Source: an optimization exercise on an open RTL-to-GDS flow (aim: small area and a short achievable clock period). Production flows keep margins and buffers that such runs may drop. RTL that was checked went through simulation tests only; none was proved equivalent to the original. No functional check of the RTL was part of runs 1 to 4. The flow treats the clock pin as an ideal source, which a real chip does not have. Power and IR drop assume default switching activity.

==> design/flow/design.v <==
module pcmNand2 (
    input  logic a, b,
    output logic y
);
    assign y = !(a && b);
endmodule
module pcmAnd3 (
    input  logic a, b, c,
    output logic y
);
    assign y = a && b && c;
endmodule
module pcmAnd4 (
    input  logic a, b, c, d,
    output logic y
);
    assign y = a && b && c && d;
endmodule
module pcmAo22 (
    input  logic a1, a2, b1, b2,
    output logic y
);
    assign y = (a1 && a2) || (b1 && b2);
endmodule
module pcmNand2b (
    input  logic a_n, b,
    output logic y
);
    assign y = !(!a_n && b);
endmodule
module pcmAo22Hold (
    input  logic a1, a2, b1, b2,
    output logic y
);
    assign y = (a1 && a2) || (b1 && b2);
endmodule
module pcmAoi222 (
    input  logic a1, a2, b1, b2, c1, c2,
    output logic y
);
    assign y = !((a1 && a2) || (b1 && b2) || (c1 && c2));
endmodule
module pcmNand3 (
    input  logic a, b, c,
    output logic y
);
    assign y = !(a && b && c);
endmodule
module portalChannelFifo #(
    parameter int WIDTH = 32,
    parameter bit INV   = 1'b0    
) (
    input  logic             CLK,
    input  logic             RST_N,
    input  logic [WIDTH-1:0] enqData,
    input  logic             enq,
    input  logic             deq,
    output logic [WIDTH-1:0] first,
    output logic             notEmpty,
    output logic             notFull,
    output logic             full
);
    logic [WIDTH-1:0] head, headNext, inData;
    logic [WIDTH-1:0] buffer  [7];
    logic [WIDTH-1:0] bufNext [7];
    logic [7:0]       occ;
    logic             doEnq, doDeq, up, dn;
    logic             headLoad, headFromIn, bufShift, bufHold;
    logic [6:0]       rdSel;
    logic [8:0]       hSel;      
    assign notEmpty = occ[0];
    assign notFull  = !occ[7];
    assign full     = occ[7];
    assign first    = head;
    assign inData   = INV ? ~enqData : enqData;
    assign doEnq = enq && !occ[7];
    assign doDeq = deq && occ[0];
    assign up    = doEnq && !doDeq;
    assign dn    = doDeq && !doEnq;
    assign headFromIn = !occ[1] && (!occ[0] || deq);
    assign headLoad   = (doEnq && headFromIn) || (doDeq && occ[1]);
    assign bufShift   = doEnq && !headFromIn;
    assign bufHold    = !bufShift;
    for (genvar k = 0; k < 6; k++) begin : gSel
        assign rdSel[k] = occ[k+1] && !occ[k+2];
    end
    assign rdSel[6] = occ[7];
    for (genvar k = 0; k < 7; k++) begin : gHSel
        assign hSel[k] = deq && rdSel[k];
    end
    assign hSel[7] = enq && !occ[1] && (!occ[0] || deq);
    assign hSel[8] = !headLoad;
    for (genvar b = 0; b < WIDTH; b++) begin : gBit
        logic [2:0] t;
        pcmAoi222 uT0 (
            .a1(hSel[0]), .a2(buffer[0][b]), .b1(hSel[1]), .b2(buffer[1][b]),
            .c1(hSel[2]), .c2(buffer[2][b]), .y(t[0])
        );
        pcmAoi222 uT1 (
            .a1(hSel[3]), .a2(buffer[3][b]), .b1(hSel[4]), .b2(buffer[4][b]),
            .c1(hSel[5]), .c2(buffer[5][b]), .y(t[1])
        );
        pcmAoi222 uT2 (
            .a1(hSel[6]), .a2(buffer[6][b]), .b1(hSel[7]), .b2(inData[b]),
            .c1(hSel[8]), .c2(head[b]), .y(t[2])
        );
        pcmNand3 uHead (.a(t[0]), .b(t[1]), .c(t[2]), .y(headNext[b]));
        for (genvar k = 0; k < 7; k++) begin : gBuf
            pcmAo22Hold uHold (
                .a1(bufShift), .a2(k == 0 ? inData[b] : buffer[k-1][b]),
                .b1(bufHold),  .b2(buffer[k][b]),
                .y (bufNext[k][b])
            );
        end
    end
    always_ff @(posedge CLK) begin
        head <= headNext;
        for (int k = 0; k < 7; k++) buffer[k] <= bufNext[k];
    end
    always_ff @(posedge CLK or negedge RST_N) begin
        if (!RST_N)
            occ <= '0;
        else if (up)
            occ <= {occ[6:0], 1'b1};
        else if (dn)
            occ <= {1'b0, occ[7:1]};
    end
endmodule
module portal_channel_mux #(
    parameter int WIDTH = 32,
    parameter int NREQ  = 3,
    parameter int NIND  = 2,
    parameter int DEPTH = 8,
    parameter int SELW  = 2
) (
    input  logic                  CLK,
    input  logic                  RST_N,
    input  logic [WIDTH-1:0]      request_v,
    input  logic                  EN_request,
    input  logic [SELW-1:0]       select_request,
    output logic                  RDY_request,
    output logic                  request_not_full,
    output logic [WIDTH-1:0]      indication_data,
    input  logic                  EN_indication,
    input  logic [SELW-1:0]       select_indication,
    output logic                  RDY_indication,
    output logic                  indication_not_empty,
    input  logic [NIND-1:0]       ind_intr_mask,
    output logic [31:0]           ind_intr_channel,
    output logic [15:0]           drop_count,
    output logic [NREQ*WIDTH-1:0] req_first,
    output logic [NREQ-1:0]       req_valid,
    input  logic [NREQ-1:0]       req_deq,
    input  logic [NIND*WIDTH-1:0] ind_enq_v,
    input  logic [NIND-1:0]       ind_enq,
    output logic [NIND-1:0]       ind_not_full
);
    logic [NREQ-1:0][WIDTH-1:0] reqFirst;
    logic [NREQ-1:0]            reqNotEmpty, reqNotFull, reqFull, reqEnq;
    logic [NIND-1:0][WIDTH-1:0] indFirst;
    logic [NIND-1:0]            indNotEmpty, indNotFull, indDeq;
    logic        reqDrop;
    logic        indSelNotEmpty, indDrop;
    logic [15:0] dropCount;
    logic [1:0]  intrChannel;
    for (genvar i = 0; i < NREQ; i++) begin : gReq
        portalChannelFifo #(.WIDTH(WIDTH)) uFifo (
            .CLK      (CLK),
            .RST_N    (RST_N),
            .enqData  (request_v),
            .enq      (reqEnq[i]),
            .deq      (req_deq[i]),
            .first    (reqFirst[i]),
            .notEmpty (reqNotEmpty[i]),
            .notFull  (reqNotFull[i]),
            .full     (reqFull[i])
        );
        assign reqEnq[i] = EN_request && (select_request == SELW'(i));
    end
    for (genvar i = 0; i < NIND; i++) begin : gInd
        portalChannelFifo #(.WIDTH(WIDTH)) uFifo (
            .CLK      (CLK),
            .RST_N    (RST_N),
            .enqData  (ind_enq_v[i*WIDTH +: WIDTH]),
            .enq      (ind_enq[i]),
            .deq      (indDeq[i]),
            .first    (indFirst[i]),
            .notEmpty (indNotEmpty[i]),
            .notFull  (indNotFull[i]),
            .full     ()
        );
        assign indDeq[i] = EN_indication && (select_indication == SELW'(i));
    end
    assign req_first    = reqFirst;
    assign req_valid    = reqNotEmpty;
    assign ind_not_full = indNotFull;
    logic [2:0] reqDec;
    logic       reqNotSink;
    assign reqDec[0]  = !select_request[1] && !select_request[0];
    assign reqDec[1]  = !select_request[1] &&  select_request[0];
    assign reqDec[2]  =  select_request[1] && !select_request[0];
    assign reqNotSink = !(select_request[1] && select_request[0]);
    logic [2:0] reqHold;
    for (genvar i = 0; i < NREQ; i++) begin : gReqHold
        pcmNand2 uHold (.a(reqDec[i]), .b(reqFull[i]), .y(reqHold[i]));
    end
    pcmAnd3 uRdyReq (.a(reqHold[0]), .b(reqHold[1]), .c(reqHold[2]), .y(RDY_request));
    pcmAnd4 uReqNotFull (
        .a(reqHold[0]), .b(reqHold[1]), .c(reqHold[2]), .d(reqNotSink),
        .y(request_not_full)
    );
    assign reqDrop = EN_request && !request_not_full;
    logic [1:0] indDec;
    assign indDec[0] = !select_indication[1] && !select_indication[0];
    assign indDec[1] = !select_indication[1] &&  select_indication[0];
    pcmAo22 uRdyInd (
        .a1(indDec[0]), .a2(indNotEmpty[0]),
        .b1(indDec[1]), .b2(indNotEmpty[1]),
        .y (indSelNotEmpty)
    );
    for (genvar b = 0; b < WIDTH; b++) begin : gIndData
        logic [1:0] pick;
        pcmNand2b uPick0 (.a_n(select_indication[0]), .b(indFirst[0][b]), .y(pick[0]));
        pcmNand2  uPick1 (.a(select_indication[0]),   .b(indFirst[1][b]), .y(pick[1]));
        pcmNand2  uData  (.a(pick[0]), .b(pick[1]), .y(indication_data[b]));
    end
    assign RDY_indication       = indSelNotEmpty;
    assign indication_not_empty = indSelNotEmpty;
    assign indDrop              = EN_indication && !indSelNotEmpty;
    always_ff @(posedge CLK or negedge RST_N) begin
        if (!RST_N)
            dropCount <= '0;
        else if ((reqDrop || indDrop) && (dropCount != 16'hFFFF))
            dropCount <= dropCount + 16'd1;
    end
    assign drop_count = dropCount;
    always_ff @(posedge CLK or negedge RST_N) begin
        if (!RST_N) begin
            intrChannel <= '0;
        end else begin
            intrChannel[0] <= indNotEmpty[0] && ind_intr_mask[0];
            intrChannel[1] <= !(indNotEmpty[0] && ind_intr_mask[0]) &&
                              indNotEmpty[1] && ind_intr_mask[1];
        end
    end
    assign ind_intr_channel = {30'd0, intrChannel};
endmodule
==> design/flow/flow/run.sh <==
#!/bin/bash
# Standard ORFS layout (the standard.sh) with two changes:
#  - port buffers are plain buf_1 cells instead of the resizer's default pick;
#  - CTS inserts no dummy balancing loads.
# Each ORFS step writes its full log under orfs/logs; make's own output goes to standard.log.
export BUFFER_PORTS_ARGS="-buffer_cell sky130_fd_sc_hd__buf_1"
export CTS_ARGS="-sink_clustering_enable -repair_clock_nets -sink_clustering_size 28 -sink_clustering_max_diameter 80 -dont_use_dummy_load"
bash standard.sh > standard.log 2>&1
==> design/flow/standard.sh <==
#!/bin/bash
# synth_recipe.tcl (not shown) runs the flow's synth.tcl, then flattens the netlist and writes it again
# the make line also repeats each setting of config.mk as NAME=value (left out here)
make -C /OpenROAD-flow-scripts/flow DESIGN_CONFIG=/design/flow/config.mk WORK_HOME=/design/flow/orfs CLKGATE_MAP_FILE= SYNTH_SCRIPT=/design/flow/synth_recipe.tcl "${@:-finish}"
==> design/flow/config.mk <==
export PLATFORM = sky130hd
export DESIGN_NAME = portal_channel_mux
export DESIGN_NICKNAME = portal_channel_mux
export VERILOG_FILES = /design/flow/design.v
export SDC_FILE = /design/flow/constraint.sdc
export NUM_CORES = 4
export LEC_CHECK = 0
export CAP_MARGIN = 20
export CORE_MARGIN = 2
export CORE_UTILIZATION = 40
export CTS_CLUSTER_DIAMETER = 80
export CTS_CLUSTER_SIZE = 28
export PLACE_DENSITY = 0.6
export SETUP_SLACK_MARGIN = 1.7
export SLEW_MARGIN = 20
export SYNTH_HIERARCHICAL = 1
export SYNTH_MINIMUM_KEEP_SIZE = 0
==> design/flow/constraint.sdc <==
create_clock -name core_clock -period 4.2 [get_ports {CLK}]
set_input_delay 0.8400 -clock core_clock [delete_from_list [all_inputs] [get_ports {CLK}]]
set_output_delay 0.8400 -clock core_clock [all_outputs]
set_load 0.01 [all_outputs]
==> metrics.md, run 1 <==
| Metric | Value |
|---|---|
| Outcome | `no timing/DRC/antenna violations` |
| Slew Limit Fails | `0` |
| CP Launch Type | `flop` |
| DP HPWL | `73100 microns` |
| Largest net degree at the start of global routing | `225` |
| Total power | `35.0 mW` |
| Final worst slack | `1.71 ns` |
| Largest delay contributor family on the critical path | `flip-flops` |
| Area delta synth->final | `11.9%` |
| Worst Setup Path Type | `flop to output pin` |
| Setup TNS | `0 ns` |
| Most common cell after layout, fill and taps aside | `dfxtp_1` |
| RR Endpoint | `gReq[0].uFifo.buffer[1][9]` |
| First-pass GRT wire length | `199000 microns` |
| Die Ht | `341 microns` |
| Drt drc | `0` |
| Initial antenna violation count | `15` |
| Crit-path cells | `nand2_2 -> and4_1 -> buf_2` |
| Core region area | `112000 sq um` |
| Final ANT Viol Nets | `0` |
| Hold Buf Count CTS | `0` |
| Synth Area in Simple Gates | `5.25%` |
| Layout cell share with drive strength beyond 1 | `6.19%` |
| Clock latency on the worst-skew pair | `0.72 ns` |
| Detailed-router iteration count before antenna repair | `9` |
| Least-Margin Pin Slew | `1.04 ns` |
| Worst Setup EP | `request_not_full` |
| Setup slack, reg-to-reg | `1.89 ns` |
| Final hold violation count | `0` |
| Clock Sinks | `1338` |
| Post-Layout Inst Area | `50800 sq um` |
| Fin Clk Skew | `0.101 ns` |
| CTS HTree Levels | `2` |
| Worst path bufs/invs | `1` |
| Commonest non-fill, non-tap cells in the layout | `dfxtp_1, a22o_1, a222oi_1` |
| Vias in the first global route | `32100` |
| Post-synthesis adder-cell area fraction | `0.0276%` |
| Reg2reg start | `gReq[0].uFifo.occ[0]` |
| Routed WL | `133000 microns` |
| Synth warnings | `11` |
| Synth Flop Type | `dfxtp_1` |
| Rows | `123` |
| Inserted Clock Buffers | `59` |
| Power Dens Cells | `689 nW/um^2` |
| Synth Area per Inst | `12.7 sq um` |
| Final setup violating endpoints | `0` |
| Initial Util | `40.4%` |
| CP Max Fanout | `3` |
| Port buffer count | `265` |
| Largest family of logic cells by synthesized area | `compound AO/OA/AOI/OAI gates` |
| Worst hold-check path type | `input pin to asynchronous set/reset pin` |
| Max VDD drop | `817 uV` |
| Root Driver | `clkbuf_16` |
| Crit path largest cell delay | `0.51 ns` |
| Die Width | `341 microns` |
| Slew margin rel. | `30.6%` |
| Pre-CTS WS | `0.615 ns` |
| Post-detailed-route wirelength per cell | `24.2 microns` |
| Via density | `6.46` |
| Ports | `296` |
| Tcrit/Tclk final | `59.2%` |
| Number of enable flip-flop cells after synthesis | `0` |
| CP max stage cell | `dfrtp_2` |
| GR Util All Layers | `21.5%` |
| Synth Area in XOR/XNOR | `0.642%` |
| Fin crit period | `2.49 ns` |
| Drt first-iter violations | `5408` |
| Max Cap Viol | `0` |
| Reg2Reg Depth | `4` |
| CP arrival | `1.65 ns` |
| Crit. End Element | `output pin` |
| Asr flop ratio synth | `4.33%` |
| DP Area | `48900 sq um` |
| CTS tree | `built` |
| Hold WS | `0.211 ns` |
| Clk pin slew, worst setup/hold paths | `0.10 ns` |
| RD Place Congestion | `0.785` |
| CP startpoint | `gReq[2].uFifo.occ[7]` |
| Synthesized area | `45400 sq um` |
| Post-synthesis compound-gate area fraction | `33.2%` |
| Seq/Total Area, Yosys | `59.6%` |
| Fmax | `0.402 GHz` |
| Mapped Cells | `3580` |
| Leakage Power | `20.0 nW` |
| Gr ovfl total | `0` |
| Layout net count | `4086` |
| Synth unique cells | `44` |
| Crit path required time | `3.36 ns` |
| RSZ-0062 raised after global routing | `true` |
| #FFs+latches synth | `1338` |
| Via count | `35400` |
| Maximum clock insertion buffer count | `3` |
| WP depth | `3` |
| Full die area | `116000 sq um` |
| Post-synthesis mux area share | `0.0579%` |
## area by class of cell
type                       count  area [sq um]
inverter                      40           180
timing repair buffer         353          2050
sequential                  1338         27100
tap                         1500          1880
multi-input combinational   2182         18100
fill                       10400         61700
antenna                        8          20.0
clock buffer                  59          1480
## Yosys cell counts (6+ instances only)
library cell | count | share of area (%)
dfxtp_1 | 1280 | 56
a22o_1 | 1121 | 22
a222oi_1 | 480 | 11
nand3_1 | 165 | 1.8
nand2_1 | 87 | 0.72
dfrtp_1 | 58 | 3.2
nor3_1 | 49 | 0.54
inv_1 | 40 | 0.33
nand2b_1 | 37 | 0.51
buf_4 | 36 | 0.60
and3_1 | 33 | 0.45
nor2_1 | 21 | 0.17
o21ai_0 | 21 | 0.23
and2_1 | 17 | 0.23
a21oi_1 | 15 | 0.17
nor2b_1 | 15 | 0.21
xor2_1 | 14 | 0.27
a211oi_1 | 10 | 0.17
xnor2_1 | 10 | 0.19
o211ai_1 | 6 | 0.099
## Yosys stat by module (local to each module, per instance), excerpt
module,cell area [sq um],flip-flops and latches,times used
pcmAnd4,8.76,0,1
pcmAnd3,6.26,0,1
pcmAo22Hold,8.76,0,1120
pcmAoi222,10.0,0,480
pcmNand2b,6.26,0,32
portal_channel_mux,1220,18,1
pcmNand2,3.75,0,67
pcmNand3,5.00,0,160
pcmAo22,8.76,0,1
## state kept, by name, summed over array words and instances (netlist names)
signal,cells
gReq.uFifo.head,96
dropCount,16
gReq.uFifo.buffer,672
gInd.uFifo.buffer,448
intrChannel,2
gReq.uFifo.occ,24
gInd.uFifo.occ,16
gInd.uFifo.head,64
## repair_timing
item / 4_1_cts / 5_1_grt
pin swaps: 4 / 2
cloned: 4 / 4
setup buffers: 2 / 4
gates resized for setup: 52 / 13
hold endpoints to repair: 0 / 0
setup endpoints to repair: 261 / 237
## report_power, final
part | total [mW] | switching [mW] | internal, mW | leakage (nW)
Sequential | 20.0 | 3.21 | 16.8 | 11.2
Combinational | 8.53 | 4.54 | 3.99 | 8.04
Clock | 6.42 | 3.91 | 2.51 | 0.727
## layer usage
layer	vias up	track usage, %	part of all wire, %
met2	1348	31.2	43
met4	8	5.37	2.0
met1	17800	32.6	46
li1	16100	-	-
met5	-	0	0.034
met3	123	4.15	9.1
## worst min path at each step
stage / start / endpoint / slack [ns] / depth (start not counted)
2_1_floorplan: gInd[0].uFifo.buffer[6][0] / gInd[0].uFifo.buffer[6][0] / 0.44 / 1
3_3_place_gp: gReq[1].uFifo.buffer[6][5] / gReq[1].uFifo.buffer[6][5] / 0.45 / 1
3_5_place_dp: gReq[0].uFifo.buffer[6][4] / gReq[0].uFifo.buffer[6][4] / 0.45 / 1
4_1_cts: RST_N / gInd[0].uFifo.occ[7] / 0.20 / 1
5_1_grt: RST_N / gInd[0].uFifo.occ[7] / 0.25 / 1
6_report: RST_N / gInd[0].uFifo.occ[3] / 0.21 / 1
## stage by stage
step                      instances  util [%]
after CTS                      5464      45.0
after floorplan                3609         -
after global placement         5399      43.5
final                          5480      45.2
after global routing           5478      45.2
after detailed placement       5399      43.5
## cell families (layout without fill, tap and decap cells)
family,count (synthesis),count (layout)
adders and majority gates,1,1
buffers and inverters,91,452
other,1,38
DFF,1338,1338
AOI/OAI and AO/OA,1669,1671
muxes,2,2
and+or+nand+nor,449,449
xor gates and xnor gates,29,29
==> inputs of run 2 (changes only) <==
==> design/flow/flow/run.sh (replaced) <==
#!/bin/bash
# Standard ORFS layout (the standard.sh) with three changes:
#  - port buffers are plain buf_1 cells instead of the resizer's default pick;
#  - CTS inserts no dummy balancing loads;
#  - one extra setup-repair pass at the end of the CTS step (flow/post_cts.tcl).
# Each ORFS step writes its full log under orfs/logs; make's own output goes to standard.log.
export BUFFER_PORTS_ARGS="-buffer_cell sky130_fd_sc_hd__buf_1"
export CTS_ARGS="-sink_clustering_enable -repair_clock_nets -sink_clustering_size 28 -sink_clustering_max_diameter 80 -dont_use_dummy_load"
export POST_CTS_TCL="$PWD/flow/post_cts.tcl"
bash standard.sh > standard.log 2>&1
==> design/flow/flow/post_cts.tcl (new file) <==
# Extra setup repair after the standard CTS-stage repair, then re-legalise.
puts "post_cts: extra repair_timing pass"
repair_timing -setup -setup_margin 2.0 -repair_tns 100 -max_passes 2000 -verbose
detailed_placement
check_placement -verbose
==> run 2 against run 1 <==
Die area stayed put. Design area is 2.1% higher. Non-clock buffer count increased by 15. Power increased by 1.6%. Still clean on timing, DRC and antenna. Worst setup slack is essentially flat. Register-to-register slack improved by 0.08 ns. Critical endpoint unchanged. Clock skew rose by 0.0012 ns.
==> metrics.md, run 2 <==
| Metric | Value |
|---|---|
| Outcome | `no timing/DRC/antenna violations` |
| Power Dens Cells | `685 nW/um^2` |
| Rows | `123` |
| Cell with the most instances after synthesis | `dfxtp_1` |
| Ports | `296` |
| Crit-path cells | `nand2_2 -> and4_1 -> buf_2` |
| Via density | `6.48` |
| Max reg flops | `672` |
| Clock Sinks | `1338` |
| Sw Share | `33.5%` |
| Synthesized area | `45400 sq um` |
| Synth warnings | `11` |
| Slew Limit Fails | `0` |
| Fin crit period | `2.49 ns` |
| Layout net count | `4101` |
| Tcrit/Tclk final | `59.2%` |
| Largest net degree at the start of global routing | `225` |
| RSZ-0062 raised after global routing | `true` |
| Initial Util | `40.4%` |
| Synth cell count leaders | `dfxtp_1, a22o_1, a222oi_1` |
| Most common cell after layout, fill and taps aside | `dfxtp_1` |
| Port buffer count | `265` |
| RD Place Congestion | `0.785` |
| P_int | `23.6 mW` |
| Least-Margin Pin Slew | `1.04 ns` |
| Synth unique cells | `44` |
| Yosys top cell area share | `56.4%` |
| Core region area | `112000 sq um` |
| Asr flop ratio synth | `4.33%` |
| Final setup violating endpoints | `0` |
| Die Width | `341 microns` |
| Top Registers | `gReq.uFifo.buffer x672, gInd.uFifo.buffer x448, gReq.uFifo.head x96` |
| Clk pin slew, worst setup/hold paths | `0.10 ns` |
| Via count | `35600` |
| Pre-CTS WS | `0.615 ns` |
| Worst hold-check path type | `input pin to asynchronous set/reset pin` |
| Final ANT Viol Nets | `0` |
| CTS tree | `built` |
| Slew margin rel. | `30.3%` |
| Layout cell share with drive strength beyond 1 | `9.38%` |
| Die Ht | `341 microns` |
| Clk pwr share | `18.1%` |
| First-pass GRT wire length | `203000 microns` |
| Mapped Cells | `3580` |
| Initial antenna violation count | `16` |
| Post-detailed-route wirelength per cell | `24.5 microns` |
| Sequential share of power | `56.7%` |
| Final hold violation count | `0` |
| CP Max Fanout | `2` |
| Worst Setup Path Type | `flop to output pin` |
| Largest register by flop count | `gReq.uFifo.buffer` |
| Area delta synth->final | `14.3%` |
| Post-Layout Inst Area | `51900 sq um` |
| GR Util All Layers | `22.0%` |
| Net switching power figure | `11.9 mW` |
| Max Cap Viol | `0` |
| Crit path largest cell delay | `0.51 ns` |
| DP HPWL | `73100 microns` |
| Fin Clk Skew | `0.102 ns` |
| Detailed-router iteration count before antenna repair | `8` |
| Synth top area cells | `dfxtp_1, a22o_1, a222oi_1` |
| Crit. End Element | `output pin` |
| Final worst slack | `1.71 ns` |
| Full die area | `116000 sq um` |
| Crit path required time | `3.36 ns` |
| Drt drc | `0` |
| Vias in the first global route | `32500` |
| CP arrival | `1.65 ns` |
| CP Launch Type | `flop` |
| Fmax | `0.402 GHz` |
| Drt first-iter violations | `5544` |
| Leakage Power | `20.5 nW` |
| Gr ovfl total | `0` |
| Comb pwr share | `25.2%` |
| Fill cell count | `10300` |
| #FFs+latches synth | `1338` |
| Synth Flop Type | `dfxtp_1` |
| Max VDD drop | `669 uV` |
| Seq/Total Area, Yosys | `59.6%` |
| Commonest non-fill, non-tap cells in the layout | `dfxtp_1, a22o_1, a222oi_1` |
| Synth area leader | `dfxtp_1` |
| Number of enable flip-flop cells after synthesis | `0` |
| Routed WL | `135000 microns` |
| Synth Area per Inst | `12.7 sq um` |
| DP Area | `48900 sq um` |
| CP max stage cell | `dfrtp_2` |
| Clock latency on the worst-skew pair | `0.73 ns` |
run 2: cell counts after synthesis:
Identical to the previous run, type by type.
run 2: power by group through the flow:
| stage | sequential, mW | clock (mW) | combinational, mW |
|---|---|---|---|
| after floorplan | 19.5 | 0 | 5.72 |
| after global placement | 20.2 | 0 | 8.26 |
| after detailed placement | 20.2 | 0 | 8.40 |
| after global routing | 20.7 | 7.03 | 9.73 |
| final | 20.2 | 6.44 | 8.95 |
run 2: final cells by class:
type	count	area, sq um	share of cell area, %
flip-flops and latches	1338	27100	52.2
inverters	40	190	0.367
repair buffers	368	2560	4.93
well taps	1500	1880	3.62
clock buffers	59	1480	2.85
diodes	8	20.0	0.0386
multi-input cells	2182	18600	36.0
run 2: worst max-delay path, delay by kind of cell, from the launching register on:
family	cells	cell delay [ns]
flops	1	0.51
buf+inv	1	0.14
simple gates	2	0.28
run 2: per-module statistics from Yosys (local to each module, per instance), a selection:
| module | flip-flops and latches | area, sq um | cells |
|---|---|---|---|
| pcmAnd3 | 0 | 6.26 | 1 |
| pcmNand2b | 0 | 6.26 | 1 |
| pcmAo22 | 0 | 8.76 | 1 |
| pcmAnd4 | 0 | 8.76 | 1 |
| pcmAo22Hold | 0 | 8.76 | 1 |
| pcmNand2 | 0 | 3.75 | 1 |
| pcmAoi222 | 0 | 10.0 | 1 |
| pcmNand3 | 0 | 5.00 | 1 |
| portal_channel_mux | 18 | 1220 | 123 |
run 2: path summary, 6_finish.rpt:
kind | startpoint | endpoint | slack [ns] | depth (start not counted)
setup reg to reg | gInd[1].uFifo.occ[0] | gInd[1].uFifo.buffer[0][31] | 1.97 | 5
hold / removal | RST_N | gInd[0].uFifo.occ[3] | 0.21 | 1
hold reg to reg | gReq[0].uFifo.buffer[2][18] | gReq[0].uFifo.buffer[3][18] | 0.45 | 1
max in group asynchronous | RST_N | gReq[0].uFifo.occ[4] | 2.98 | 2
setup / recovery | gReq[2].uFifo.occ[7] | request_not_full | 1.71 | 3
min in group core_clock | ind_enq_v[4] | gInd[0].uFifo.buffer[0][4] | 0.36 | 2
run 2: metrics by stage:
| stage | utilization [%] | cells | power [mW] | hold WS, ns | setup TNS, ns |
|---|---|---|---|---|---|
| global placement | 43.5 | 5399 | 28.4 | 0.451 | 0 |
| finish | 46.1 | 5495 | 35.5 | 0.210 | 0 |
| global route | 46.1 | 5495 | 37.4 | 0.250 | 0 |
| detailed placement | 43.5 | 5399 | 28.6 | 0.453 | 0 |
| floorplan | - | 3609 | 25.2 | 0.438 | -4864.99 |
run 2: cell families (layout without fill, tap and decap cells):
| group | after synthesis | in the layout | share of synthesized area (%) |
|---|---|---|---|
| compound gates | 1669 | 1671 | 33.2 |
| simple gates | 449 | 449 | 5.25 |
| flops | 1338 | 1338 | 59.6 |
| fa+ha+maj | 1 | 1 | 0.0276 |
| other cells | 1 | 38 | 0.00826 |
| mux | 2 | 2 | 0.0579 |
| buf+inv | 91 | 467 | 1.15 |
| xor+xnor | 29 | 29 | 0.642 |
run 2: metal layers:
layer | vias up | global-route usage, % | part of all wire, %
li1 | 16100 | - | -
met1 | 17900 | 33.4 | 46
met2 | 1435 | 32.0 | 43
met3 | 130 | 4.00 | 9.1
met4 | 8 | 5.29 | 1.9
met5 | - | 0 | 0.033
==> inputs of run 3 (changes only) <==
==> design/flow/flow/run.sh (replaced) <==
#!/bin/bash
# Standard ORFS layout (the standard.sh) with three changes:
#  - port buffers are plain buf_2 cells instead of the resizer's default pick;
#  - CTS inserts no dummy balancing loads;
#  - one extra setup-repair pass at the end of the CTS step (flow/post_cts.tcl).
# Each ORFS step writes its full log under orfs/logs; make's own output goes to standard.log.
export BUFFER_PORTS_ARGS="-buffer_cell sky130_fd_sc_hd__buf_2"
export CTS_ARGS="-sink_clustering_enable -repair_clock_nets -sink_clustering_size 28 -sink_clustering_max_diameter 80 -dont_use_dummy_load"
export POST_CTS_TCL="$PWD/flow/post_cts.tcl"
bash standard.sh > standard.log 2>&1
==> run 3 against run 2 <==
Synthesized cell count is the same. Clock-buffer cell count is the same. Sequential cell count is the same. Design area is essentially flat. Global-route usage is essentially flat. Cell count shrank 0.24%. Synthesized area is the same. Utilization is essentially flat.
==> metrics.md, run 3 <==
| Metric | Value |
|---|---|
| CP Launch Type | `flop` |
| Crit. End Element | `output pin` |
| Drt first-iter violations | `5582` |
| CTS tree | `built` |
| Pre-CTS WS | `0.948 ns` |
| Via density | `6.48` |
| Outcome | `no timing/DRC/antenna violations` |
| Max VDD drop | `385 uV` |
| Die Width | `341 microns` |
| Fmax | `0.405 GHz` |
| Tcrit/Tclk final | `58.7%` |
| Synth area leader | `dfxtp_1` |
| Footprint of the multi-input gates | `18600 sq um` |
| Least-Margin Pin Slew | `1.09 ns` |
| Crit path required time | `3.36 ns` |
| RD Place Congestion | `0.804` |
| Seq/Total Area, Yosys | `59.6%` |
| GR Util All Layers | `22.0%` |
| Drt drc | `0` |
| Power Dens Cells | `686 nW/um^2` |
| DP Area | `49200 sq um` |
| Routed length on met2 | `58700 microns` |
| Total power | `35.6 mW` |
| Cell with the most instances after synthesis | `dfxtp_1` |
| Wl on met1 | `63400 microns` |
| Clock latency on the worst-skew pair | `0.72 ns` |
| Post-detailed-route wirelength per cell | `24.7 microns` |
| Crit-path cells | `nand2_2 -> and4_1 -> buf_2` |
| Via count | `35500` |
| DP HPWL | `73100 microns` |
| Top Registers | `gReq.uFifo.buffer x672, gInd.uFifo.buffer x448, gReq.uFifo.head x96` |
| Rows | `123` |
| Routed WL | `135000 microns` |
| Synth cell count leaders | `dfxtp_1, a22o_1, a222oi_1` |
| Layout cell share with drive strength beyond 1 | `14.1%` |
| Clk pin slew, worst setup/hold paths | `0.10 ns` |
| Gr ovfl total | `0` |
| Full die area | `116000 sq um` |
| Crit path largest cell delay | `0.50 ns` |
| Max Cap Viol | `0` |
| Vias in the first global route | `32800` |
| DR top layer | `met5` |
| Fin crit period | `2.47 ns` |
| Detailed-router iteration count before antenna repair | `9` |
| Fin Clk Skew | `0.122 ns` |
| Port buffer count | `265` |
| Final setup violating endpoints | `0` |
| Largest net degree at the start of global routing | `225` |
| Largest register by flop count | `gReq.uFifo.buffer` |
| Final hold violation count | `0` |
| Most common cell after layout, fill and taps aside | `dfxtp_1` |
| RSZ-0062 raised after global routing | `true` |
| Core region area | `112000 sq um` |
| Hold WS | `0.0814 ns` |
| Initial antenna violation count | `18` |
| Synthesized area | `45400 sq um` |
| Worst Setup Path Type | `flop to output pin` |
| Slew Limit Fails | `0` |
| CP Max Fanout | `2` |
| FF+latch area | `27100 sq um` |
| Ports | `296` |
| Number of enable flip-flop cells after synthesis | `0` |
| Max reg flops | `672` |
| Synth Area per Inst | `12.7 sq um` |
| Die Ht | `341 microns` |
| First-pass GRT wire length | `203000 microns` |
| Worst hold-check path type | `input pin to asynchronous set/reset pin` |
| Fill cell count | `10300` |
| #FFs+latches synth | `1338` |
| Synth warnings | `11` |
| Clock Sinks | `1338` |
| Mapped Cells | `3580` |
| WL met3 | `10500 microns` |
| Asr flop ratio synth | `4.33%` |
| Leakage Power | `21.1 nW` |
| Post-Layout Inst Area | `51900 sq um` |
| Synth unique cells | `44` |
| CP max stage cell | `dfrtp_2` |
| Final worst slack | `1.73 ns` |
| Commonest non-fill, non-tap cells in the layout | `dfxtp_1, a22o_1, a222oi_1` |
| Synth top area cells | `dfxtp_1, a22o_1, a222oi_1` |
| CP arrival | `1.63 ns` |
| Initial Util | `40.4%` |
| Area delta synth->final | `14.2%` |
| Slew margin rel. | `27.5%` |
| Final ANT Viol Nets | `0` |
| Layout net count | `4089` |
| Yosys top cell area share | `56.4%` |
| Synth Flop Type | `dfxtp_1` |
[run 3: per-module statistics from Yosys, one instance, submodules excluded, a selection]
module	flops+latches	copies in the design	cells
pcmAnd4	0	1	1
pcmNand2b	0	32	1
pcmAnd3	0	1	1
portal_channel_mux	18	1	123
pcmNand2	0	67	1
pcmAo22	0	1	1
pcmNand3	0	160	1
[run 3: final timing paths]
| kind | startpoint | to | slack (ns) | cells past startpoint |
|---|---|---|---|---|
| worst max-delay path | gReq[2].uFifo.occ[7] | request_not_full | 1.73 | 3 |
| worst min-delay path | RST_N | dropCount[4] | 0.08 | 1 |
| worst max register to register | gReq[0].uFifo.occ[7] | dropCount[12] | 2.03 | 7 |
| worst min register to register | gReq[1].uFifo.buffer[4][17] | gReq[1].uFifo.buffer[5][17] | 0.45 | 1 |
| max in group asynchronous | RST_N | gReq[1].uFifo.occ[2] | 3.30 | 2 |
| min in group core_clock | ind_enq_v[22] | gInd[0].uFifo.buffer[0][22] | 0.36 | 2 |
[run 3: power breakdown]
group	switching (mW)	internal, mW
Combinational	4.68	4.36
Clock	3.91	2.51
Sequential	3.27	16.8
[run 3: worst max-delay path: cells and delay by family (launching register included)]
family	cells	cell delay [ns]
DFF	1	0.50
and+or+nand+nor	2	0.28
buffers and inverters	1	0.13
[run 3: per-stage QoR]
step	cells	utilization, %	TNS, ns
floorplan	3609	-	-4864.99
global placement	5394	43.7	0
detailed placement	5394	43.7	0
global route	5481	46.1	0
finish	5482	46.1	0
[run 3: cell type report]
class | instances | share of cell area [%]
Timing Repair Buffer | 357 | 4.99
Antenna cell | 7 | 0.0338
Multi-Input combinational cell | 2180 | 35.8
Inverter | 40 | 0.444
Sequential cell | 1338 | 52.2
Clock buffer | 59 | 2.85
Timing Repair inverter | 1 | 0.0217
Tap cell | 1500 | 3.62
[run 3: metal layers]
layer  global-route usage (%)  vias up
li1                         -    16100
met1                     33.7    17900
met2                     32.5     1345
met3                     3.10      158
met4                     5.45        8
met5                        0        -
[run 3: kinds of logic (layout without fill, tap and decap cells)]
logic type / Yosys count / in the layout / synth area share [%]
AOI/OAI and AO/OA: 1669 / 1669 / 33.2
muxes: 2 / 2 / 0.0579
adders and majority gates: 1 / 1 / 0.0276
DFF: 1338 / 1338 / 59.6
xor gates and xnor gates: 29 / 29 / 0.642
and+or+nand+nor: 449 / 449 / 5.25
buffers and inverters: 91 / 457 / 1.15
other: 1 / 37 / 0.00826
==> inputs of run 4 (changes only) <==
--- a/design/flow/design.v
+++ b/design/flow/design.v
@@ -16,11 +16,11 @@
 );
     assign y = a && b && c && d;
 endmodule
-module pcmAo22 (
-    input  logic a1, a2, b1, b2,
-    output logic y
-);
-    assign y = (a1 && a2) || (b1 && b2);
+module pcmAoi21 (
+    input  logic a1, a2, b1,
+    output logic y
+);
+    assign y = !((a1 && a2) || b1);
 endmodule
 module pcmNand2b (
     input  logic a_n, b,
@@ -210,12 +210,11 @@
         .y(request_not_full)
     );
     assign reqDrop = EN_request && !request_not_full;
-    logic [1:0] indDec;
-    assign indDec[0] = !select_indication[1] && !select_indication[0];
-    assign indDec[1] = !select_indication[1] &&  select_indication[0];
-    pcmAo22 uRdyInd (
-        .a1(indDec[0]), .a2(indNotEmpty[0]),
-        .b1(indDec[1]), .b2(indNotEmpty[1]),
+    logic [1:0] indEmptyPick;
+    pcmNand2b uPickNe0 (.a_n(select_indication[0]), .b(indNotEmpty[0]), .y(indEmptyPick[0]));
+    pcmNand2  uPickNe1 (.a(select_indication[0]),   .b(indNotEmpty[1]), .y(indEmptyPick[1]));
+    pcmAoi21  uRdyInd (
+        .a1(indEmptyPick[0]), .a2(indEmptyPick[1]), .b1(select_indication[1]),
         .y (indSelNotEmpty)
     );
     for (genvar b = 0; b < WIDTH; b++) begin : gIndData
==> design/flow/flow/run.sh (replaced) <==
#!/bin/bash
# Standard ORFS layout (the standard.sh) with two changes:
#  - port buffers are plain buf_2 cells instead of the resizer's default pick;
#  - CTS inserts no dummy balancing loads.
# Each ORFS step writes its full log under orfs/logs; make's own output goes to standard.log.
export BUFFER_PORTS_ARGS="-buffer_cell sky130_fd_sc_hd__buf_2"
export CTS_ARGS="-sink_clustering_enable -repair_clock_nets -sink_clustering_size 28 -sink_clustering_max_diameter 80 -dont_use_dummy_load"
bash standard.sh > standard.log 2>&1
removed: design/flow/flow/post_cts.tcl
==> run 4 against run 3 <==
Sequential share of layout area is 0.87 points higher. Synthesized cell count hardly changed. Combinational power decreased by 3.4%. Largest power group unchanged. Utilization shrank 0.77 points. Worst setup slack worse by 0.049 ns. Cell count decreased by 0.24%. Clock-buffer cell count increased by 7. Die area shrank 0.11%. Worst hold slack improved by 0.23 ns. Clock skew decreased by 0.024 ns. Power is essentially flat. Largest cell class unchanged. Register-to-register slack worse by 0.11 ns.
==> metrics.md, run 4 <==
| Metric | Value |
|---|---|
| Outcome | `no timing/DRC/antenna violations` |
| Drt first-iter violations | `5634` |
| Commonest non-fill, non-tap cells in the layout | `dfxtp_1, a22o_1, a222oi_1` |
| Layout net count | `4076` |
| RD Place Congestion | `0.775` |
| Crit. End Element | `output pin` |
| Port buffer count | `265` |
| DP HPWL | `73300 microns` |
| Final hold violation count | `0` |
| Placed cells | `5389` |
| Drt drc | `0` |
| Post-detailed-route wirelength per cell | `24.3 microns` |
| Least-Margin Pin Slew | `1.06 ns` |
| Setup TNS | `0 ns` |
| Met1 Use GR | `31.7%` |
| Power Dens Cells | `698 nW/um^2` |
| First-pass GRT wire length | `199000 microns` |
| Setup slack, reg-to-reg | `1.92 ns` |
| Via count | `35300` |
| Worst Setup Path Type | `input pin to output pin` |
| Crit path required time | `3.36 ns` |
| Fin Clk Skew | `0.0982 ns` |
| Synth top area cells | `dfxtp_1, a22o_1, a222oi_1` |
| Final setup violating endpoints | `0` |
| Worst hold-check path type | `input pin to asynchronous set/reset pin` |
| CP arrival | `1.68 ns` |
| Full die area | `116000 sq um` |
| Maximum clock insertion buffer count | `3` |
| CP Launch Type | `input pin` |
| Mapped Cells | `3579` |
| Leakage Power | `20.6 nW` |
| Fin cells | `5469` |
| Max Cap Viol | `0` |
| Die Ht | `341 microns` |
| Gr ovfl total | `0` |
| Most used routing layer | `met1` |
| CTS HTree Levels | `3` |
| Core region area | `112000 sq um` |
| Largest register by flop count | `gReq.uFifo.buffer` |
| Total power | `35.6 mW` |
| Slew margin rel. | `29.4%` |
| Synth unique cells | `46` |
| Fill cell count | `10300` |
| Yosys top cell area share | `56.5%` |
| Synth area leader | `dfxtp_1` |
| Final ANT Viol Nets | `0` |
| Layout cell share with drive strength beyond 1 | `11.7%` |
| Area delta synth->final | `12.4%` |
| Fmax | `0.398 GHz` |
| Number of enable flip-flop cells after synthesis | `0` |
| Synth cell count leaders | `dfxtp_1, a22o_1, a222oi_1` |
| CP Max Fanout | `10` |
| Reg2Reg Depth | `5` |
| Synthesized area | `45300 sq um` |
| Synth Flop Type | `dfxtp_1` |
| Routing usage on met2 | `31.3%` |
| Initial antenna violation count | `25` |
| Ports | `296` |
| RSZ-0062 raised after global routing | `true` |
| Via density | `6.45` |
| Routed WL | `133000 microns` |
| Clock Sinks | `1338` |
| Most common cell after layout, fill and taps aside | `dfxtp_1` |
| CTS tree | `built` |
| Detailed-router iteration count before antenna repair | `10` |
| Met3 Use GR | `5.50%` |
| Synth warnings | `11` |
| Root Driver | `clkbuf_16` |
| Clk pin slew, worst setup/hold paths | `0.10 ns` |
| Max reg flops | `672` |
| Cell with the most instances after synthesis | `dfxtp_1` |
| Vias in the first global route | `32200` |
| Fin crit period | `2.52 ns` |
| Die Width | `341 microns` |
| Inserted Clock Buffers | `66` |
| Synth Area per Inst | `12.7 sq um` |
| Pre-CTS WS | `0.960 ns` |
| Rows | `123` |
| Largest net degree at the start of global routing | `225` |
| Initial Util | `40.3%` |
| Max VDD drop | `355 uV` |
| Slew Limit Fails | `0` |
| #FFs+latches synth | `1338` |
| Clock latency on the worst-skew pair | `0.67 ns` |
| Final worst slack | `1.68 ns` |
| GR Util All Layers | `21.6%` |
| Seq/Total Area, Yosys | `59.7%` |
| Tcrit/Tclk final | `59.9%` |
| Final Util | `45.3%` |
| Top Registers | `gReq.uFifo.buffer x672, gInd.uFifo.buffer x448, gReq.uFifo.head x96` |
| Asr flop ratio synth | `4.33%` |
## run 4: cell types whose count changed after synthesis, sizes merged, moves of 3 or more
| cell | delta |
|---|---|
| xnor2 | +6 |
| nand2b | +3 |
| nor2 | -3 |
| nand3 | +5 |
| a21oi | +5 |
| xor2 | -9 |
| nor3 | -5 |
| nor2b | -3 |
## run 4: cell families after synthesis
family,count (synthesis),synth area share [%]
AOI/OAI and AO/OA,1675,33.3
xor gates and xnor gates,26,0.585
adders and majority gates,1,0.0276
buffers and inverters,94,1.19
DFF,1338,59.7
muxes,2,0.0497
other,1,0.00827
and+or+nand+nor,442,5.10
## run 4: cell type report
type                       instances  area, sq um  share of cell area [%]
tap                             1500         1880                    3.68
antenna                            7         17.5                  0.0344
clock buffer                      66         1650                    3.24
timing repair buffer             340         2160                    4.24
multi-input combinational       2176        18000                    35.3
sequential                      1338        27100                    53.1
inverter                          42          195                   0.383
## run 4: worst max-delay path, stage by stage
cell and delay [ns]:
buf_8 0.17, buf_12 0.17, nand2_1 0.20, nand2_1 0.12, buf_2 0.13
## run 4: where the power goes
group          internal (mW)  switching [mW]  leakage (nW)
Combinational           4.12            4.61          8.59
Clock                   2.83            3.98         0.813
Sequential              16.8            3.19          11.2
Total                   23.8            11.8          20.6
## run 4: Yosys stat by module (local to each module, per instance), a selection
module | copies in the design | cells | flip-flops and latches
portal_channel_mux | 1 | 120 | 18
pcmAoi222 | 480 | 1 | 0
pcmAnd4 | 1 | 1 | 0
pcmAo22Hold | 1120 | 1 | 0
pcmAoi21 | 1 | 1 | 0
pcmAnd3 | 1 | 1 | 0
pcmNand2b | 33 | 1 | 0
pcmNand3 | 160 | 1 | 0
pcmNand2 | 68 | 1 | 0
## run 4: final timing paths
kind	endpoint	startpoint
min reg2reg	gInd[1].uFifo.buffer[5][17]	gInd[1].uFifo.buffer[4][17]
min in group core_clock	gInd[0].uFifo.buffer[0][6]	ind_enq_v[6]
max reg2reg	gInd[1].uFifo.buffer[6][6]	gInd[1].uFifo.occ[7]
max	indication_data[29]	select_indication[0]
max in group asynchronous	gReq[1].uFifo.occ[7]	RST_N
min	gReq[2].uFifo.occ[6]	RST_N
## run 4: routing by layer
metal | routed length (microns) | part of all wire [%]
met1 | 59800 | 45
met2 | 56700 | 43
met3 | 13400 | 10
met4 | 3030 | 2.3
met5 | 90 | 0.068
## run 4: repair_timing
action                     in CTS  in global routing
pin swaps                       2                  2
gates cloned                    1                  1
buffers inserted                1                  4
resized for setup              17                 15
setup endpoints to repair      81                327
hold buffers                    0                  0
## run 4: stage by stage
| step | area [sq um] | hold slack (ns) |
|---|---|---|
| floorplan | 45500 | 0.438 |
| finish | 51000 | 0.312 |
| CTS | 50900 | 0.319 |
| detailed placement | 49100 | 0.454 |
| global route | 51000 | 0.353 |
| global placement | 49100 | 0.451 |
==> inputs of run 5 (changes only) <==
--- a/design/flow/design.v
+++ b/design/flow/design.v
@@ -16,17 +16,17 @@
 );
     assign y = a && b && c && d;
 endmodule
-module pcmAoi21 (
-    input  logic a1, a2, b1,
-    output logic y
-);
-    assign y = !((a1 && a2) || b1);
-endmodule
-module pcmNand2b (
-    input  logic a_n, b,
-    output logic y
-);
-    assign y = !(!a_n && b);
+module pcmAo22 (
+    input  logic a1, a2, b1, b2,
+    output logic y
+);
+    assign y = (a1 && a2) || (b1 && b2);
+endmodule
+module pcmMux2 (
+    input  logic a0, a1, s,
+    output logic y
+);
+    assign y = s ? a1 : a0;
 endmodule
 module pcmAo22Hold (
     input  logic a1, a2, b1, b2,
@@ -210,18 +210,19 @@
         .y(request_not_full)
     );
     assign reqDrop = EN_request && !request_not_full;
-    logic [1:0] indEmptyPick;
-    pcmNand2b uPickNe0 (.a_n(select_indication[0]), .b(indNotEmpty[0]), .y(indEmptyPick[0]));
-    pcmNand2  uPickNe1 (.a(select_indication[0]),   .b(indNotEmpty[1]), .y(indEmptyPick[1]));
-    pcmAoi21  uRdyInd (
-        .a1(indEmptyPick[0]), .a2(indEmptyPick[1]), .b1(select_indication[1]),
+    logic [1:0] indDec;
+    assign indDec[0] = !select_indication[1] && !select_indication[0];
+    assign indDec[1] = !select_indication[1] &&  select_indication[0];
+    pcmAo22 uRdyInd (
+        .a1(indDec[0]), .a2(indNotEmpty[0]),
+        .b1(indDec[1]), .b2(indNotEmpty[1]),
         .y (indSelNotEmpty)
     );
     for (genvar b = 0; b < WIDTH; b++) begin : gIndData
-        logic [1:0] pick;
-        pcmNand2b uPick0 (.a_n(select_indication[0]), .b(indFirst[0][b]), .y(pick[0]));
-        pcmNand2  uPick1 (.a(select_indication[0]),   .b(indFirst[1][b]), .y(pick[1]));
-        pcmNand2  uData  (.a(pick[0]), .b(pick[1]), .y(indication_data[b]));
+        pcmMux2 uData (
+            .a0(indFirst[0][b]), .a1(indFirst[1][b]), .s(select_indication[0]),
+            .y (indication_data[b])
+        );
     end
     assign RDY_indication       = indSelNotEmpty;
     assign indication_not_empty = indSelNotEmpty;
==> design/flow/flow/run.sh (replaced) <==
#!/bin/bash
# Standard ORFS layout (the standard.sh) with three changes:
#  - port buffers are plain buf_1 cells instead of the resizer's default pick;
#  - CTS inserts no dummy balancing loads;
#  - the setup repair after global routing uses a larger slack margin (flow/pre_grt.tcl).
# Each ORFS step writes its full log under orfs/logs; make's own output goes to standard.log.
export BUFFER_PORTS_ARGS="-buffer_cell sky130_fd_sc_hd__buf_1"
export CTS_ARGS="-sink_clustering_enable -repair_clock_nets -sink_clustering_size 28 -sink_clustering_max_diameter 80 -dont_use_dummy_load"
export PRE_GLOBAL_ROUTE_TCL="$PWD/flow/pre_grt.tcl"
bash standard.sh > standard.log 2>&1
==> design/flow/flow/pre_grt.tcl (new file) <==
# Setup repair after global routing aims further than the earlier stages.
set ::env(SETUP_SLACK_MARGIN) 1.95
puts "pre_grt: SETUP_SLACK_MARGIN set to $::env(SETUP_SLACK_MARGIN)"
--- a/design/flow/config.mk
+++ b/design/flow/config.mk
@@ -7,10 +7,10 @@
 export LEC_CHECK = 0
 export CAP_MARGIN = 20
 export CORE_MARGIN = 2
-export CORE_UTILIZATION = 40
+export CORE_UTILIZATION = 55
 export CTS_CLUSTER_DIAMETER = 80
 export CTS_CLUSTER_SIZE = 28
-export PLACE_DENSITY = 0.6
+export PLACE_DENSITY = 0.68
 export SETUP_SLACK_MARGIN = 1.7
 export SLEW_MARGIN = 20
 export SYNTH_HIERARCHICAL = 1
==> run 5 against run 4 <==
Clock-buffer cell count decreased by 10. Design area fell by 0.46%. Sequential cell count unchanged. Synthesized area rose by 0.20%. Clock skew down 0.037 ns. Critical path type unchanged. Critical endpoint is now indication_data[6].
==> metrics.md, run 5 <==
| Metric | Value |
|---|---|
| Placed cells | `4905` |
| First-pass GRT wire length | `189000 microns` |
| CTS tree | `built` |
| Mapped Cells | `3516` |
| Sw Share | `33.0%` |
| Final Util | `61.9%` |
| Initial Util | `55.4%` |
| Setup slack, reg-to-reg | `2.08 ns` |
| RD Place Congestion | `0.788` |
| Drt drc | `0` |
| P_int | `23.6 mW` |
| Rows | `105` |
| Max VDD drop | `432 uV` |
| Port buffer count | `265` |
| Sequential share of power | `57.2%` |
| Full die area | `84900 sq um` |
| Inserted Clock Buffers | `56` |
| Hold WS | `0.338 ns` |
| CP Max Fanout | `8` |
| Most common cell after layout, fill and taps aside | `dfxtp_1` |
| Gr ovfl total | `0` |
| RSZ-0062 raised after global routing | `true` |
| Yosys top cell area share | `56.4%` |
| Max reg flops | `672` |
| Worst hold-check path type | `input pin to asynchronous set/reset pin` |
| Core region area | `82000 sq um` |
| Synth cell count leaders | `dfxtp_1, a22o_1, a222oi_1` |
| Root Driver | `clkbuf_16` |
| Crit path required time | `3.36 ns` |
| Final setup violating endpoints | `0` |
| CP Launch Type | `input pin` |
| DP HPWL | `68800 microns` |
| Layout net count | `4051` |
| Crit. End Element | `output pin` |
| Least-Margin Pin Slew | `1.10 ns` |
| Post-detailed-route wirelength per cell | `25.3 microns` |
| Commonest non-fill, non-tap cells in the layout | `dfxtp_1, a22o_1, a222oi_1` |
| Largest register by flop count | `gReq.uFifo.buffer` |
| Worst Setup Path Type | `input pin to output pin` |
| Synth Area per Inst | `12.9 sq um` |
| Synth warnings | `11` |
| Final ANT Viol Nets | `0` |
| CTS HTree Levels | `2` |
| Synth Flop Type | `dfxtp_1` |
| Synth unique cells | `44` |
| Clock latency on the worst-skew pair | `0.66 ns` |
| Final hold violation count | `0` |
| Synth top area cells | `dfxtp_1, a22o_1, a222oi_1` |
| RR Endpoint | `gReq[0].uFifo.buffer[1][15]` |
| Reg2reg start | `gReq[0].uFifo.occ[7]` |
| Tcrit/Tclk final | `58.5%` |
| Leakage Power | `20.2 nW` |
| Via density | `7.01` |
| Largest net degree at the start of global routing | `225` |
| Fin Clk Skew | `0.0616 ns` |
| Die Width | `291 microns` |
| Seq/Total Area, Yosys | `59.6%` |
| Layout cell share with drive strength beyond 1 | `8.20%` |
| Routed WL | `127000 microns` |
| CP arrival | `1.62 ns` |
| Comb pwr share | `25.3%` |
| Drt first-iter violations | `5178` |
| Slew Limit Fails | `0` |
| Vias in the first global route | `32100` |
| Synth area leader | `dfxtp_1` |
| Outcome | `no timing/DRC/antenna violations` |
| Net switching power figure | `11.6 mW` |
| Via count | `35100` |
| #FFs+latches synth | `1338` |
| Clk pwr share | `17.5%` |
| Clk pin slew, worst setup/hold paths | `0.11 ns` |
| Die Ht | `291 microns` |
| Maximum clock insertion buffer count | `3` |
| Fmax | `0.407 GHz` |
| Power Dens Cells | `694 nW/um^2` |
| Synthesized area | `45400 sq um` |
| Top Registers | `gReq.uFifo.buffer x672, gInd.uFifo.buffer x448, gReq.uFifo.head x96` |
| Asr flop ratio synth | `4.33%` |
| Cell with the most instances after synthesis | `dfxtp_1` |
| Fin cells | `5010` |
| Clock Sinks | `1338` |
| Number of enable flip-flop cells after synthesis | `0` |
| Initial antenna violation count | `13` |
| Reg2Reg Depth | `5` |
| Ports | `296` |
| Fin crit period | `2.46 ns` |
| Slew margin rel. | `26.8%` |
| Detailed-router iteration count before antenna repair | `9` |
| GR Util All Layers | `27.4%` |
| Area delta synth->final | `11.7%` |
| Max Cap Viol | `0` |
## run 5: cell types whose count changed after synthesis, sizes merged, moves of 3 or more
cell / before / now
nand2: 85 / 23
nand2b: 40 / 5
mux2: 2 / 34
xor2: 5 / 14
xnor2: 21 / 15
a21oi: 20 / 15
nand3: 171 / 166
nor3: 44 / 49
nor2: 19 / 22
nor2b: 17 / 20
## run 5: logic make-up (layout without fill, tap and decap cells)
family	after synthesis	count (layout)	synth area share, %
AOI/OAI and AO/OA	1669	1669	33.2
DFF	1338	1338	59.6
and+or+nand+nor	353	353	4.27
buffers and inverters	91	483	1.15
muxes	34	34	1.12
xor gates and xnor gates	29	29	0.642
adders and majority gates	1	1	0.0275
other	1	33	0.00825
## run 5: how the worst max path moves through the flow
stage	start	end	cells past startpoint
6_report	select_indication[0]	indication_data[6]	4
5_1_grt	select_indication[0]	indication_data[6]	4
4_1_cts	select_indication[0]	indication_data[12]	4
3_5_place_dp	select_indication[0]	gInd[0].uFifo.buffer[0][20]	7
3_3_place_gp	select_indication[0]	gInd[0].uFifo.buffer[2][3]	7
2_1_floorplan	select_indication[0]	gInd[0].uFifo.buffer[0][0]	5
## run 5: through the flow
step	power [mW]	setup TNS, ns	instance area [sq um]	setup slack, ns
2_1_floorplan	25.3	-4864.99	45600	-4.54
6_report	35.2	0	50800	1.74
3_5_place_dp	28.7	0	48400	0.989
5_1_grt	37.0	0	50800	1.74
3_3_place_gp	28.5	0	48400	1.02
4_1_cts	34.8	0	49900	1.70
## run 5: area by class of cell
| cell class | instances | area (sq um) |
|---|---|---|
| multi-input combinational | 2116 | 18100 |
| inverter | 40 | 214 |
| fill | 6697 | 31200 |
| clock buffer | 56 | 1400 |
| tap | 1070 | 1340 |
| timing repair inverter | 3 | 31.3 |
| timing repair buffer | 384 | 2530 |
| sequential | 1338 | 27100 |
| antenna | 3 | 7.51 |
## run 5: modules after synthesis, one instance, submodules excluded, excerpt
| module | flip-flops and latches | cell area [sq um] |
|---|---|---|
| pcmNand3 | 0 | 5.00 |
| portal_channel_mux | 18 | 1220 |
| pcmAnd3 | 0 | 6.26 |
| pcmAo22Hold | 0 | 8.76 |
| pcmNand2 | 0 | 3.75 |
| pcmMux2 | 0 | 15.0 |
| pcmAnd4 | 0 | 8.76 |
| pcmAo22 | 0 | 8.76 |
| pcmAoi222 | 0 | 10.0 |
## run 5: repair_timing
| action | 4_1_cts | 5_1_grt |
|---|---|---|
| endpoints found under the setup margin | 134 | 1128 |
| pin swaps | 0 | 4 |
| gates cloned | 1 | 11 |
| hold buffers | 0 | 0 |
| buffers inserted | 1 | 33 |
| resized for setup | 14 | 180 |
## run 5: power groups by stage
| stage | combinational (mW) | clock, mW | sequential [mW] |
|---|---|---|---|
| 2_1_floorplan | 5.83 | 0 | 19.5 |
| 3_3_place_gp | 8.22 | 0 | 20.3 |
| 5_1_grt | 9.65 | 6.75 | 20.6 |
| 4_1_cts | 8.46 | 6.32 | 20.1 |
| 6_report | 8.91 | 6.17 | 20.1 |
| 3_5_place_dp | 8.41 | 0 | 20.3 |
## run 5: critical path: stages
cell       delay, ns
clkbuf_16       0.16
buf_12          0.16
mux2_4          0.32
buf_6           0.13
## run 5: per-layer routing
metal | vias to the layer above | wire length, microns | global-route usage, %
met5 | - | 118 | 0
met4 | 18 | 3350 | 8.13
met3 | 162 | 9680 | 4.37
met2 | 1248 | 60400 | 45.1
met1 | 17700 | 53300 | 37.4
li1 | 16000 | - | -
==> inputs of run 6 (changes only) <==
==> design/flow/flow/run.sh (replaced) <==
#!/bin/bash
# Standard ORFS layout (the standard.sh) with two changes:
#  - port buffers are plain buf_1 cells instead of the resizer's default pick;
#  - CTS inserts no dummy balancing loads.
# Each ORFS step writes its full log under orfs/logs; make's own output goes to standard.log.
export BUFFER_PORTS_ARGS="-buffer_cell sky130_fd_sc_hd__buf_1"
export CTS_ARGS="-sink_clustering_enable -repair_clock_nets -sink_clustering_size 28 -sink_clustering_max_diameter 80 -dont_use_dummy_load"
bash standard.sh > standard.log 2>&1
--- a/design/flow/config.mk
+++ b/design/flow/config.mk
@@ -11,7 +11,7 @@
 export CTS_CLUSTER_DIAMETER = 80
 export CTS_CLUSTER_SIZE = 28
 export PLACE_DENSITY = 0.68
-export SETUP_SLACK_MARGIN = 1.7
+export SETUP_SLACK_MARGIN = 1.8
 export SLEW_MARGIN = 20
 export SYNTH_HIERARCHICAL = 1
 export SYNTH_MINIMUM_KEEP_SIZE = 0
removed: design/flow/flow/pre_grt.tcl
==> run 6 against run 5 <==
Utilization fell by 0.55 points. Design area fell by 0.89%. First-iteration DRC count fell by 5.2%. Global-route usage rose by 0.070 points. Synthesized cell count did not move. Routed wire length fell by 2.4%. Cell count fell by 0.60%. Worst setup slack got worse by 0.014 ns.
==> metrics.md, run 6 <==
| Metric | Value |
|---|---|
| DP Area | `48400 sq um` |
| Least-Margin Pin Slew | `1.10 ns` |
| Full die area | `84900 sq um` |
| Final Util | `61.4%` |
| First-pass GRT wire length | `189000 microns` |
| Synth cell count leaders | `dfxtp_1, a22o_1, a222oi_1` |
| Synth area leader | `dfxtp_1` |
| Footprint of the multi-input gates | `18100 sq um` |
| CP max stage cell | `mux2_4` |
| Largest register by flop count | `gReq.uFifo.buffer` |
| Outcome | `no timing/DRC/antenna violations` |
| Drt drc | `0` |
| Placed cells | `4905` |
| Largest net degree at the start of global routing | `225` |
| CP Max Fanout | `8` |
| Clk pwr share | `17.6%` |
| Root Driver | `clkbuf_16` |
| Via count | `34800` |
| GR Util All Layers | `27.5%` |
| Gr ovfl total | `0` |
| Synth Area per Inst | `12.9 sq um` |
| Die Ht | `291 microns` |
| Final setup violating endpoints | `0` |
| Clock latency on the worst-skew pair | `0.66 ns` |
| Mapped Cells | `3516` |
| Vias in the first global route | `32100` |
| Area delta synth->final | `10.7%` |
| Synth unique cells | `44` |
| Sw Share | `32.9%` |
| Detailed-router iteration count before antenna repair | `10` |
| Power Dens Cells | `695 nW/um^2` |
| Sequential share of power | `57.5%` |
| Final ANT Viol Nets | `0` |
| Rows | `105` |
| Tcrit/Tclk final | `58.9%` |
| Via density | `6.99` |
| CTS HTree Levels | `2` |
| Cell with the most instances after synthesis | `dfxtp_1` |
| Crit path largest cell delay | `0.33 ns` |
| FF+latch area | `27100 sq um` |
| Slew margin rel. | `26.7%` |
| Crit path required time | `3.36 ns` |
| Net switching power figure | `11.5 mW` |
| Largest delay contributor family on the critical path | `buffers and inverters` |
| Commonest non-fill, non-tap cells in the layout | `dfxtp_1, a22o_1, a222oi_1` |
| Seq/Total Area, Yosys | `59.6%` |
| Post-Layout Inst Area | `50300 sq um` |
| CP Launch Type | `input pin` |
| Layout net count | `4021` |
| Max VDD drop | `434 uV` |
| Clk pin slew, worst setup/hold paths | `0.09 ns` |
| Top Registers | `gReq.uFifo.buffer x672, gInd.uFifo.buffer x448, gReq.uFifo.head x96` |
| Slew Limit Fails | `0` |
| Initial antenna violation count | `13` |
| Crit-path cells | `clkbuf_16 -> buf_12 -> mux2_4 -> buf_6` |
| Max reg flops | `672` |
| Yosys top cell area share | `56.4%` |
| Die Width | `291 microns` |
| Leakage Power | `20.0 nW` |
| Worst hold-check path type | `input pin to asynchronous set/reset pin` |
| Number of enable flip-flop cells after synthesis | `0` |
| Synthesized area | `45400 sq um` |
| DP HPWL | `68800 microns` |
| Initial Util | `55.4%` |
| Routed WL | `124000 microns` |
| Worst path bufs/invs | `3` |
| Hold WS | `0.344 ns` |
| Synth top area cells | `dfxtp_1, a22o_1, a222oi_1` |
| Synth Flop Type | `dfxtp_1` |
| CTS tree | `built` |
| Fin Clk Skew | `0.0621 ns` |
| Maximum clock insertion buffer count | `3` |
| Most common cell after layout, fill and taps aside | `dfxtp_1` |
| Fmax | `0.404 GHz` |
| RD Place Congestion | `0.788` |
| Layout cell share with drive strength beyond 1 | `6.91%` |
| Clock Sinks | `1338` |
| Synth warnings | `11` |
| Post-detailed-route wirelength per cell | `24.9 microns` |
| Ports | `296` |
| Fill cell count | `6732` |
| Crit. End Element | `output pin` |
| Fin cells | `4980` |
| Fin crit period | `2.47 ns` |
| Worst Setup Path Type | `input pin to output pin` |
| #FFs+latches synth | `1338` |
| RSZ-0062 raised after global routing | `true` |
| Comb pwr share | `24.9%` |
| Asr flop ratio synth | `4.33%` |
| Final hold violation count | `0` |
| Port buffer count | `265` |
| Max Cap Viol | `0` |
| Core region area | `82000 sq um` |
| Drt first-iter violations | `4909` |
| CP arrival | `1.63 ns` |
| P_int | `23.5 mW` |
| Inserted Clock Buffers | `56` |
[run 6: timing repair]
| action | 4_1_cts | 5_1_grt |
|---|---|---|
| pin swaps | 0 | 1 |
| setup buffers | 8 | 5 |
| resized for setup | 60 | 44 |
| setup endpoints to repair | 325 | 382 |
| hold endpoints to repair | 0 | 0 |
| cloned | 3 | 0 |
| hold buffers | 0 | 0 |
[run 6: per-stage QoR]
stage               worst slack, ns  power, mW  TNS (ns)
finish                         1.73       35.0         0
floorplan                     -4.54       25.3  -4864.99
CTS                            1.73       35.0         0
global placement               1.02       28.5         0
detailed placement            0.989       28.7         0
global route                   1.73       36.8         0
[run 6: cell type report]
| type | instances | area share [%] |
|---|---|---|
| clock buffer | 56 | 2.79 |
| inverter | 40 | 0.373 |
| sequential | 1338 | 53.8 |
| tap | 1070 | 2.66 |
| multi-input combinational | 2116 | 36.0 |
| antenna | 3 | 0.0149 |
| timing repair buffer | 357 | 4.33 |
[run 6: layer usage]
metal | track usage [%] | vias to the layer above | part of all wire, %
met4 | 8.15 | 20 | 2.6
met1 | 37.5 | 17400 | 42
li1 | - | 15900 | -
met5 | 0 | - | 0.11
met2 | 45.2 | 1250 | 48
met3 | 4.46 | 156 | 7.8
[run 6: worst paths after layout]
kind / startpoint / end / slack, ns / depth (start not counted)
max: select_indication[0] / indication_data[25] / 1.73 / 4
max in group asynchronous: RST_N / gInd[1].uFifo.occ[4] / 2.98 / 2
min reg2reg: gInd[1].uFifo.buffer[2][0] / gInd[1].uFifo.buffer[3][0] / 0.47 / 1
max reg2reg: gInd[0].uFifo.occ[7] / gInd[0].uFifo.buffer[6][28] / 1.95 / 5
min in group core_clock: ind_intr_mask[1] / intrChannel[1] / 0.42 / 3
min: RST_N / gReq[0].uFifo.occ[0] / 0.34 / 1
[run 6: logic make-up after synthesis]
logic type,share of synthesized area [%]
buf+inv,1.15
mux,1.12
simple gates,4.27
compound gates,33.2
other cells,0.00825
flops,59.6
xor+xnor,0.642
fa+ha+maj,0.0275
[run 6: power by group through the flow]
| stage | sequential [mW] | combinational (mW) | clock, mW |
|---|---|---|---|
| detailed placement | 20.3 | 8.41 | 0 |
| floorplan | 19.5 | 5.83 | 0 |
| CTS | 20.1 | 8.62 | 6.32 |
| global route | 20.6 | 9.46 | 6.75 |
| finish | 20.1 | 8.70 | 6.16 |
| global placement | 20.3 | 8.22 | 0 |
[run 6: per-module statistics from Yosys (local to each module, per instance), a selection]
| module | flip-flops and latches | copies in the design |
|---|---|---|
| pcmNand2 | 0 | 3 |
| pcmAo22Hold | 0 | 1120 |
| portal_channel_mux | 18 | 1 |
| pcmMux2 | 0 | 32 |
| pcmAnd3 | 0 | 1 |
| pcmAo22 | 0 | 1 |
| pcmNand3 | 0 | 160 |
| pcmAoi222 | 0 | 480 |
| pcmAnd4 | 0 | 1 |

[static timing again, ports no longer ideal]
The flow's constraints put no driver on any port. The routed layouts listed below were extracted and timed again, unchanged, in two steps. Step 1: set_driving_cell puts a clkbuf_16 on CLK and a buf_2 on each other input, an assumption about the parent block. Step 2 also shifts input and output timing later by t, the mid clock arrival at the registers, as if the neighbouring blocks saw the same clock. Three values: ideal ports, drivers, drivers and shift; two values: the first two.
| run | shift t [ns] | slack for setup (ns) | hold slack, ns | clock arrival spread, ns | worst register clock-pin slew, ns |
|---|---|---|---|---|---|
| run 1 | 0.735 | 1.712 / 1.601 / 1.050 | 0.211 / 0.163 / 0.454 | 0.126 / 0.127 | 0.11 / 0.11 |
| run 2 | 0.736 | 1.713 / 1.551 / 1.175 | 0.210 / 0.162 / 0.451 | 0.129 / 0.128 | 0.11 / 0.11 |
| run 3 | 0.728 | 1.734 / 1.556 / 1.171 | 0.081 / 0.029 / 0.446 | 0.123 / 0.122 | 0.11 / 0.11 |
| run 4 | 0.690 | 1.685 / 1.636 / 1.144 | 0.312 / 0.275 / 0.416 | 0.112 / 0.113 | 0.11 / 0.11 |
| run 5 | 0.699 | 1.741 / 1.594 / 1.228 | 0.338 / 0.297 / 0.474 | 0.063 / 0.063 | 0.11 / 0.11 |
| run 6 | 0.699 | 1.728 / 1.587 / 1.158 | 0.344 / 0.301 / 0.474 | 0.063 / 0.063 | 0.11 / 0.11 |
After both steps setup and hold are still met in every run listed. For run 1, which loses most, drivers alone change the setup slack by -0.111 ns; drivers and shift together by -0.662 ns.
